This design comes from an exercise in tuning for small area, a short achievable clock period and few clock cycles per item on the open sky130 flow, not from production work.
At most, simulation tests tie the RTL to the original design; equivalence was not proved.
Power figures rest on the tool's default switching activity, not on a simulated workload.

==> try-quartz <==
Design recombination_row_generator_core, start of the top module:
module recombination_row_generator_core (
    input  logic                          clk,
    input  logic                          rst_n,
    input  logic                          in_valid,
    output logic                          in_stall,
    input  logic [rrg_pkg::GENO_W-1:0]    parent_a,
    input  logic [rrg_pkg::GENO_W-1:0]    parent_b,
    output logic                          out_valid,
    input  logic                          out_stall,
    output logic [rrg_pkg::GENO_W-1:0]    zygote,
    output logic [rrg_pkg::PROB_W-1:0]    probability,
    output logic                          last,
    input  logic                          cfg_valid,
    output logic                          cfg_ready,
    input  logic [rrg_pkg::CFG_IDX_W-1:0] cfg_index,
    input  logic [rrg_pkg::RATE_W-1:0]    cfg_data
);
export LEC_CHECK = 0
export CAP_MARGIN = 20
export CORE_MARGIN = 2
export CORE_UTILIZATION = 40
export SLEW_MARGIN = 20
create_clock -name core_clock -period 11.0 [get_ports {clk}]
standard.sh (not shown) runs the stock make flow with config.mk's settings and CLKGATE_MAP_FILE= SYNTH_SCRIPT=/design/flow/synth_recipe.tcl, a recipe that flattens the netlist after the stock synthesis.
==> flow/flow/run.sh <==
#!/bin/bash
# Standard layout without the adder cell map, with a larger setup repair
# margin; full log kept here.
bash standard.sh ADDER_MAP_FILE= SETUP_SLACK_MARGIN=7 finish > standard.log 2>&1
==> inputs of try-lagoon, as changes to try-quartz <==
--- a/flow/design.v
+++ b/flow/design.v
@@ -258,17 +258,53 @@
     logic [LEAF_W-2:0] ln [16];
     logic              l0_top;
     logic [3:0]        ring_ph;
     logic              ev_first;
     logic              leaf_ev;
     logic eng_restart;
     logic eng_done;
     logic leaf_ok_nx;
-    assign eng_restart = cfg_valid;
+    logic [4:1] gap_used;
+    logic [4:1] gap_now;
+    always_comb
+    begin
+        gap_now = '0;
+        if (w_v)
+        begin
+            case (w_k)
+                STEP_G1:    gap_now[1] = 1'b1;
+                3'd0:       gap_now[2] = 1'b1;
+                3'd1, 3'd2: gap_now[3] = 1'b1;
+                default:    gap_now[4] = 1'b1;
+            endcase
+        end
+    end
+    logic [4:1] gap_hit;
+    assign gap_hit = gap_used | gap_now;
+    always_comb
+    begin
+        case (cfg_index)
+            3'd0, 3'd1: eng_restart = cfg_valid;
+            3'd2:       eng_restart = cfg_valid & gap_hit[1];
+            3'd3:       eng_restart = cfg_valid & gap_hit[2];
+            3'd4:       eng_restart = cfg_valid & gap_hit[3];
+            3'd5:       eng_restart = cfg_valid & gap_hit[4];
+            default:    eng_restart = 1'b0;
+        endcase
+    end
+    always_ff @(posedge clk or negedge rst_n)
+    begin
+        if (!rst_n)
+            gap_used <= '0;
+        else if (eng_restart)
+            gap_used <= '0;
+        else
+            gap_used <= gap_hit;
+    end
     assign eng_done    = eng_run && st == 3'd5 && !i_v && !m_v && !n_v && !u_v && !sp_v;
     assign leaf_ok_nx  = !eng_restart && (leaf_ok || eng_done);
     always_ff @(posedge clk or negedge rst_n)
     begin
         if (!rst_n)
         begin
             eng_run  <= 1'b1;
             leaf_ok  <= 1'b0;
@@ -371,45 +407,47 @@
     end
     logic              pb_valid;
     logic [GENO_W-1:0] pb_a, pb_d, pb_zf;
     logic              cu_valid;
     logic [GENO_W-1:0] cu_a, cu_d, cu_zf;
     logic [GENO_W-1:0] z_reg;
     logic              s_valid;
     logic [31:0]       s_sel;
-    logic              s_zero;
     logic              s_dbl;
     logic [GENO_W-1:0] s_zyg;
     logic              s_last;
     logic              t_valid;
     logic [LEAF_W-1:0] t_sum [4];
-    logic              t_zero;
     logic              t_dbl;
     logic [GENO_W-1:0] t_zyg;
     logic              t_last;
     logic              out_valid_reg;
     logic [GENO_W-1:0] zygote_reg;
     logic [PROB_W-1:0] prob_reg;
     logic              last_reg;
     logic              in_take;
     logic              adv;
+    logic              go;
+    logic              s_ld;
     logic              fire;
     logic              z_last;
     logic              cu_load;
     logic [GENO_W-1:0] in_a, in_d, in_zf;
     logic              in_stall_q;
     logic              pb_valid_nx;
     assign in_stall = in_stall_q;
     assign in_take  = in_valid & ~in_stall_q;
     assign in_a     = parent_a & lmask;
     assign in_d     = (parent_a ^ parent_b) & lmask;
     assign in_zf    = lmask;
     assign adv      = ~out_valid_reg | ~out_stall;
-    assign fire     = cu_valid & adv;
+    assign go       = adv & (leaf_ok | eng_done);
+    assign s_ld     = (go | ~s_valid) & ~ev_first;
+    assign fire     = cu_valid & s_ld;
     assign z_last   = (z_reg == cu_zf);
     assign cu_load  = ~cu_valid | (fire & z_last);
     always_comb
     begin
         if (in_take && !cu_load)
             pb_valid_nx = 1'b1;
         else if (cu_load)
             pb_valid_nx = 1'b0;
@@ -427,20 +465,21 @@
             t_valid       <= 1'b0;
             out_valid_reg <= 1'b0;
         end
         else
         begin
             if (cu_load)
                 cu_valid <= pb_valid | in_take;
             pb_valid   <= pb_valid_nx;
-            in_stall_q <= pb_valid_nx | ~leaf_ok_nx;
-            if (adv)
-            begin
+            in_stall_q <= pb_valid_nx;
+            if (s_ld)
                 s_valid       <= cu_valid;
+            if (go)
+            begin
                 t_valid       <= s_valid;
                 out_valid_reg <= t_valid;
             end
         end
     end
     always_ff @(posedge clk)
     begin
         if (in_take && !cu_load)
@@ -477,17 +516,19 @@
         leaf_of_entry = 5'(((k >> 1) & 1) * 16 + (k & 1) * 8 + ((k >> 3) & 1) * 4
                            + ((k >> 2) & 1) * 2 + (j % 2));
     endfunction
     logic [GENO_W-1:0] x;
     logic [31:0]       sel;       
     logic [31:0]       sel_rev;   
     logic [31:0]       sel_ph;    
     logic [3:0]        ph_next;
+    logic              x_out;
     assign x       = z_reg ^ cu_a;
+    assign x_out   = ((x & ~cu_d) != '0);
     assign ph_next = ring_ph + 4'd1;
     for (genvar j = 0; j < 32; j++)
     begin : g_sel
         logic [GENO_W-1:0] u;
         assign u      = (x ^ mask_of_leaf(leaf_of_entry(j))) & cu_d;
         assign sel[j] = (u == '0) || (u == cu_d);
     end
     for (genvar q = 0; q < 16; q++)
@@ -495,19 +536,18 @@
         assign sel_rev[2*q +: 2] = sel[2*((16 - q) % 16) +: 2];
     end
     assign sel_ph = 32'({sel_rev, sel_rev} << (2 * ph_next) >> 32);
     logic s_c0;    
     always_ff @(posedge clk)
     begin
         if (fire)
         begin
-            s_sel  <= sel_ph;
-            s_c0   <= sel[0];
-            s_zero <= ((x & ~cu_d) != '0);
+            s_sel  <= x_out ? '0 : sel_ph;
+            s_c0   <= sel[0] & ~x_out;
             s_dbl  <= (cu_d == '0);
             s_zyg  <= z_reg;
             s_last <= z_last;
         end
         else
         begin
             s_sel  <= {s_sel[29:0], s_sel[31:30]};
         end
@@ -567,46 +607,43 @@
         assign grp[0][16*i +: 16] = term[i];
         assign grp[1][16*i +: 16] = term[16 + i];
     end
     logic [31:0] rows [2];
     assign rows[0] = red16(grp[0]);
     assign rows[1] = red16(grp[1]);
     always_ff @(posedge clk)
     begin
-        if (adv && s_valid)
+        if (go && s_valid)
         begin
             t_sum[0] <= rows[0][15:0];
             t_sum[1] <= rows[0][31:16];
             t_sum[2] <= rows[1][15:0];
             t_sum[3] <= rows[1][31:16];
-            t_zero <= s_zero;
             t_dbl  <= s_dbl;
             t_zyg  <= s_zyg;
             t_last <= s_last;
         end
     end
     logic [LEAF_W-1:0] sum;
     logic [PROB_W-1:0] prob_calc;
     logic [15:0] o_a, o_b, o_c, o_d;
     assign {o_b, o_a} = csa16(t_sum[0], t_sum[1], t_sum[2]);
     assign {o_d, o_c} = csa16(o_a, o_b, t_sum[3]);
     assign sum = o_c + o_d;
     always_comb
     begin
-        if (t_zero)
-            prob_calc = '0;
-        else if (t_dbl)
+        if (t_dbl)
             prob_calc = {sum, 1'b0};
         else
             prob_calc = {1'b0, sum};
     end
     always_ff @(posedge clk)
     begin
-        if (adv && t_valid)
+        if (go && t_valid)
         begin
             zygote_reg <= t_zyg;
             prob_reg   <= prob_calc;
             last_reg   <= t_last;
         end
     end
     assign out_valid   = out_valid_reg;
     assign zygote      = zygote_reg;
==> flow/flow/run.sh (replaced) <==
#!/bin/bash
# Standard layout with a larger setup repair margin, full log kept here.
bash standard.sh SETUP_SLACK_MARGIN=7.5 finish > standard.log 2>&1
==> inputs of try-fjord, as changes to try-quartz <==
--- a/flow/design.v
+++ b/flow/design.v
@@ -258,17 +258,53 @@
     logic [LEAF_W-2:0] ln [16];
     logic              l0_top;
     logic [3:0]        ring_ph;
     logic              ev_first;
     logic              leaf_ev;
     logic eng_restart;
     logic eng_done;
     logic leaf_ok_nx;
-    assign eng_restart = cfg_valid;
+    logic [4:1] gap_used;
+    logic [4:1] gap_now;
+    always_comb
+    begin
+        gap_now = '0;
+        if (w_v)
+        begin
+            case (w_k)
+                STEP_G1:    gap_now[1] = 1'b1;
+                3'd0:       gap_now[2] = 1'b1;
+                3'd1, 3'd2: gap_now[3] = 1'b1;
+                default:    gap_now[4] = 1'b1;
+            endcase
+        end
+    end
+    logic [4:1] gap_hit;
+    assign gap_hit = gap_used | gap_now;
+    always_comb
+    begin
+        case (cfg_index)
+            3'd0, 3'd1: eng_restart = cfg_valid;
+            3'd2:       eng_restart = cfg_valid & gap_hit[1];
+            3'd3:       eng_restart = cfg_valid & gap_hit[2];
+            3'd4:       eng_restart = cfg_valid & gap_hit[3];
+            3'd5:       eng_restart = cfg_valid & gap_hit[4];
+            default:    eng_restart = 1'b0;
+        endcase
+    end
+    always_ff @(posedge clk or negedge rst_n)
+    begin
+        if (!rst_n)
+            gap_used <= '0;
+        else if (eng_restart)
+            gap_used <= '0;
+        else
+            gap_used <= gap_hit;
+    end
     assign eng_done    = eng_run && st == 3'd5 && !i_v && !m_v && !n_v && !u_v && !sp_v;
     assign leaf_ok_nx  = !eng_restart && (leaf_ok || eng_done);
     always_ff @(posedge clk or negedge rst_n)
     begin
         if (!rst_n)
         begin
             eng_run  <= 1'b1;
             leaf_ok  <= 1'b0;
@@ -371,45 +407,47 @@
     end
     logic              pb_valid;
     logic [GENO_W-1:0] pb_a, pb_d, pb_zf;
     logic              cu_valid;
     logic [GENO_W-1:0] cu_a, cu_d, cu_zf;
     logic [GENO_W-1:0] z_reg;
     logic              s_valid;
     logic [31:0]       s_sel;
-    logic              s_zero;
     logic              s_dbl;
     logic [GENO_W-1:0] s_zyg;
     logic              s_last;
     logic              t_valid;
     logic [LEAF_W-1:0] t_sum [4];
-    logic              t_zero;
     logic              t_dbl;
     logic [GENO_W-1:0] t_zyg;
     logic              t_last;
     logic              out_valid_reg;
     logic [GENO_W-1:0] zygote_reg;
     logic [PROB_W-1:0] prob_reg;
     logic              last_reg;
     logic              in_take;
     logic              adv;
+    logic              go;
+    logic              s_ld;
     logic              fire;
     logic              z_last;
     logic              cu_load;
     logic [GENO_W-1:0] in_a, in_d, in_zf;
     logic              in_stall_q;
     logic              pb_valid_nx;
     assign in_stall = in_stall_q;
     assign in_take  = in_valid & ~in_stall_q;
     assign in_a     = parent_a & lmask;
     assign in_d     = (parent_a ^ parent_b) & lmask;
     assign in_zf    = lmask;
     assign adv      = ~out_valid_reg | ~out_stall;
-    assign fire     = cu_valid & adv;
+    assign go       = adv & (leaf_ok | eng_done);
+    assign s_ld     = (go | ~s_valid) & ~ev_first;
+    assign fire     = cu_valid & s_ld;
     assign z_last   = (z_reg == cu_zf);
     assign cu_load  = ~cu_valid | (fire & z_last);
     always_comb
     begin
         if (in_take && !cu_load)
             pb_valid_nx = 1'b1;
         else if (cu_load)
             pb_valid_nx = 1'b0;
@@ -427,20 +465,21 @@
             t_valid       <= 1'b0;
             out_valid_reg <= 1'b0;
         end
         else
         begin
             if (cu_load)
                 cu_valid <= pb_valid | in_take;
             pb_valid   <= pb_valid_nx;
-            in_stall_q <= pb_valid_nx | ~leaf_ok_nx;
-            if (adv)
-            begin
+            in_stall_q <= pb_valid_nx;
+            if (s_ld)
                 s_valid       <= cu_valid;
+            if (go)
+            begin
                 t_valid       <= s_valid;
                 out_valid_reg <= t_valid;
             end
         end
     end
     always_ff @(posedge clk)
     begin
         if (in_take && !cu_load)
@@ -477,17 +516,19 @@
         leaf_of_entry = 5'(((k >> 1) & 1) * 16 + (k & 1) * 8 + ((k >> 3) & 1) * 4
                            + ((k >> 2) & 1) * 2 + (j % 2));
     endfunction
     logic [GENO_W-1:0] x;
     logic [31:0]       sel;       
     logic [31:0]       sel_rev;   
     logic [31:0]       sel_ph;    
     logic [3:0]        ph_next;
+    logic              x_out;
     assign x       = z_reg ^ cu_a;
+    assign x_out   = ((x & ~cu_d) != '0);
     assign ph_next = ring_ph + 4'd1;
     for (genvar j = 0; j < 32; j++)
     begin : g_sel
         logic [GENO_W-1:0] u;
         assign u      = (x ^ mask_of_leaf(leaf_of_entry(j))) & cu_d;
         assign sel[j] = (u == '0) || (u == cu_d);
     end
     for (genvar q = 0; q < 16; q++)
@@ -495,19 +536,18 @@
         assign sel_rev[2*q +: 2] = sel[2*((16 - q) % 16) +: 2];
     end
     assign sel_ph = 32'({sel_rev, sel_rev} << (2 * ph_next) >> 32);
     logic s_c0;    
     always_ff @(posedge clk)
     begin
         if (fire)
         begin
-            s_sel  <= sel_ph;
-            s_c0   <= sel[0];
-            s_zero <= ((x & ~cu_d) != '0);
+            s_sel  <= x_out ? '0 : sel_ph;
+            s_c0   <= sel[0] & ~x_out;
             s_dbl  <= (cu_d == '0);
             s_zyg  <= z_reg;
             s_last <= z_last;
         end
         else
         begin
             s_sel  <= {s_sel[29:0], s_sel[31:30]};
         end
@@ -567,46 +607,43 @@
         assign grp[0][16*i +: 16] = term[i];
         assign grp[1][16*i +: 16] = term[16 + i];
     end
     logic [31:0] rows [2];
     assign rows[0] = red16(grp[0]);
     assign rows[1] = red16(grp[1]);
     always_ff @(posedge clk)
     begin
-        if (adv && s_valid)
+        if (go && s_valid)
         begin
             t_sum[0] <= rows[0][15:0];
             t_sum[1] <= rows[0][31:16];
             t_sum[2] <= rows[1][15:0];
             t_sum[3] <= rows[1][31:16];
-            t_zero <= s_zero;
             t_dbl  <= s_dbl;
             t_zyg  <= s_zyg;
             t_last <= s_last;
         end
     end
     logic [LEAF_W-1:0] sum;
     logic [PROB_W-1:0] prob_calc;
     logic [15:0] o_a, o_b, o_c, o_d;
     assign {o_b, o_a} = csa16(t_sum[0], t_sum[1], t_sum[2]);
     assign {o_d, o_c} = csa16(o_a, o_b, t_sum[3]);
     assign sum = o_c + o_d;
     always_comb
     begin
-        if (t_zero)
-            prob_calc = '0;
-        else if (t_dbl)
+        if (t_dbl)
             prob_calc = {sum, 1'b0};
         else
             prob_calc = {1'b0, sum};
     end
     always_ff @(posedge clk)
     begin
-        if (adv && t_valid)
+        if (go && t_valid)
         begin
             zygote_reg <= t_zyg;
             prob_reg   <= prob_calc;
             last_reg   <= t_last;
         end
     end
     assign out_valid   = out_valid_reg;
     assign zygote      = zygote_reg;
==> flow/flow/run.sh (replaced) <==
#!/bin/bash
# Standard layout at higher utilisation with a larger setup repair margin;
# full log kept here.
bash standard.sh CORE_UTILIZATION=60 SETUP_SLACK_MARGIN=7 finish > standard.log 2>&1
==> summary of the runs <==
try-quartz completed with no timing, DRC or antenna violations. try-lagoon ran to the end with no violations. try-fjord completed without violations.
In try-lagoon the clock skew is higher than in try-quartz, by 51 ps.
The highest clock power belongs to try-quartz, the lowest to try-fjord.
In sequential cell count, try-lagoon and try-fjord do not differ.
Sequential share of layout area: try-fjord > try-lagoon > try-quartz.
Via count: try-lagoon < try-fjord < try-quartz.
Between try-quartz and try-fjord, the lower first-iteration DRC count is in try-quartz (gap 30%, measured against try-fjord).
Core utilization: try-quartz < try-lagoon < try-fjord.
==> figures <==
Via count of the first global-routing pass: try-lagoon 35.2k; try-fjord 34.4k; try-quartz 39.8k
Number of cells on the critical path: try-lagoon 10; try-fjord 12; try-quartz 15
Multi-input gate count: try-lagoon 2794; try-fjord 2790; try-quartz 4543
Clk network pwr share: try-lagoon 0.232; try-fjord 0.232; try-quartz 0.274
Non-clock buffering overhead in the final layout: try-lagoon 0.0352; try-fjord 0.0342; try-quartz 0.0179
Routed via count: try-lagoon 33.5k; try-fjord 33.5k; try-quartz 40.5k
Buffer and inverter count on the worst path: try-lagoon 3; try-fjord 5; try-quartz 1
Number of gates resized after cts: try-lagoon 257; try-fjord 80; try-quartz 40
Fin util: try-lagoon 0.471; try-fjord 0.688; try-quartz 0.454
Run status: try-lagoon finished clean; try-fjord finished clean; try-quartz finished clean
Compound-cell area share of the yosys netlist: try-lagoon 0.0635; try-fjord 0.0635; try-quartz 0.0672
Layout Cells excl Fill: try-lagoon 6816; try-fjord 6165; try-quartz 8205
Nonclk inv count: try-lagoon 472; try-fjord 472; try-quartz 136
Combined area of the multi-input logic cells: try-lagoon 28300 um^2; try-fjord 27700 um^2; try-quartz 31900 um^2
Beginning of the critical path: try-lagoon s_sel[4]; try-fjord s_sel[17]; try-quartz t_sum[0][3]
Vias per cell: try-lagoon 4.91; try-fjord 5.44; try-quartz 4.94
Testbench counts of try-lagoon, summed over its fixed seeds: cycles 12,880, pairs 240.
Testbench counts of try-fjord, summed over its fixed seeds: cycles 12,880, pairs 240.
Only the layout flow was run in try-quartz; the RTL was not checked for function there.

-- static timing again, ports no longer ideal --
How much do the figures lean on ideal ports? The routed layouts below were timed once more, with nothing changed but the port constraints.
Step 1: set_driving_cell puts a clkbuf_16 on clk and a buf_2 on each other input, an assumption about the parent block.
Step 2 moves the port delays by t, midway between the first and last clock arrival at a register: inputs arrive t later, outputs are due t later. That takes back most of the time a late clock gives input paths.
Slacks: no drivers / after step 1 / after step 2; pairs: no drivers / after step 1.
run | t (ns) | setup WS [ns] | worst hold slack (ns)
try-quartz | 0.818 | 7.060 / 7.028 / 6.383 | 0.297 / 0.297 / 0.297
try-lagoon | 0.786 | 6.898 / 6.898 / 6.891 | 0.281 / 0.281 / 0.281
try-fjord | 0.781 | 6.849 / 6.849 / 6.311 | 0.317 / 0.317 / 0.317
After both steps every run listed still meets setup and hold. For try-quartz, which loses most, drivers alone change the setup slack by -0.032 ns; drivers and shift together by -0.677 ns.
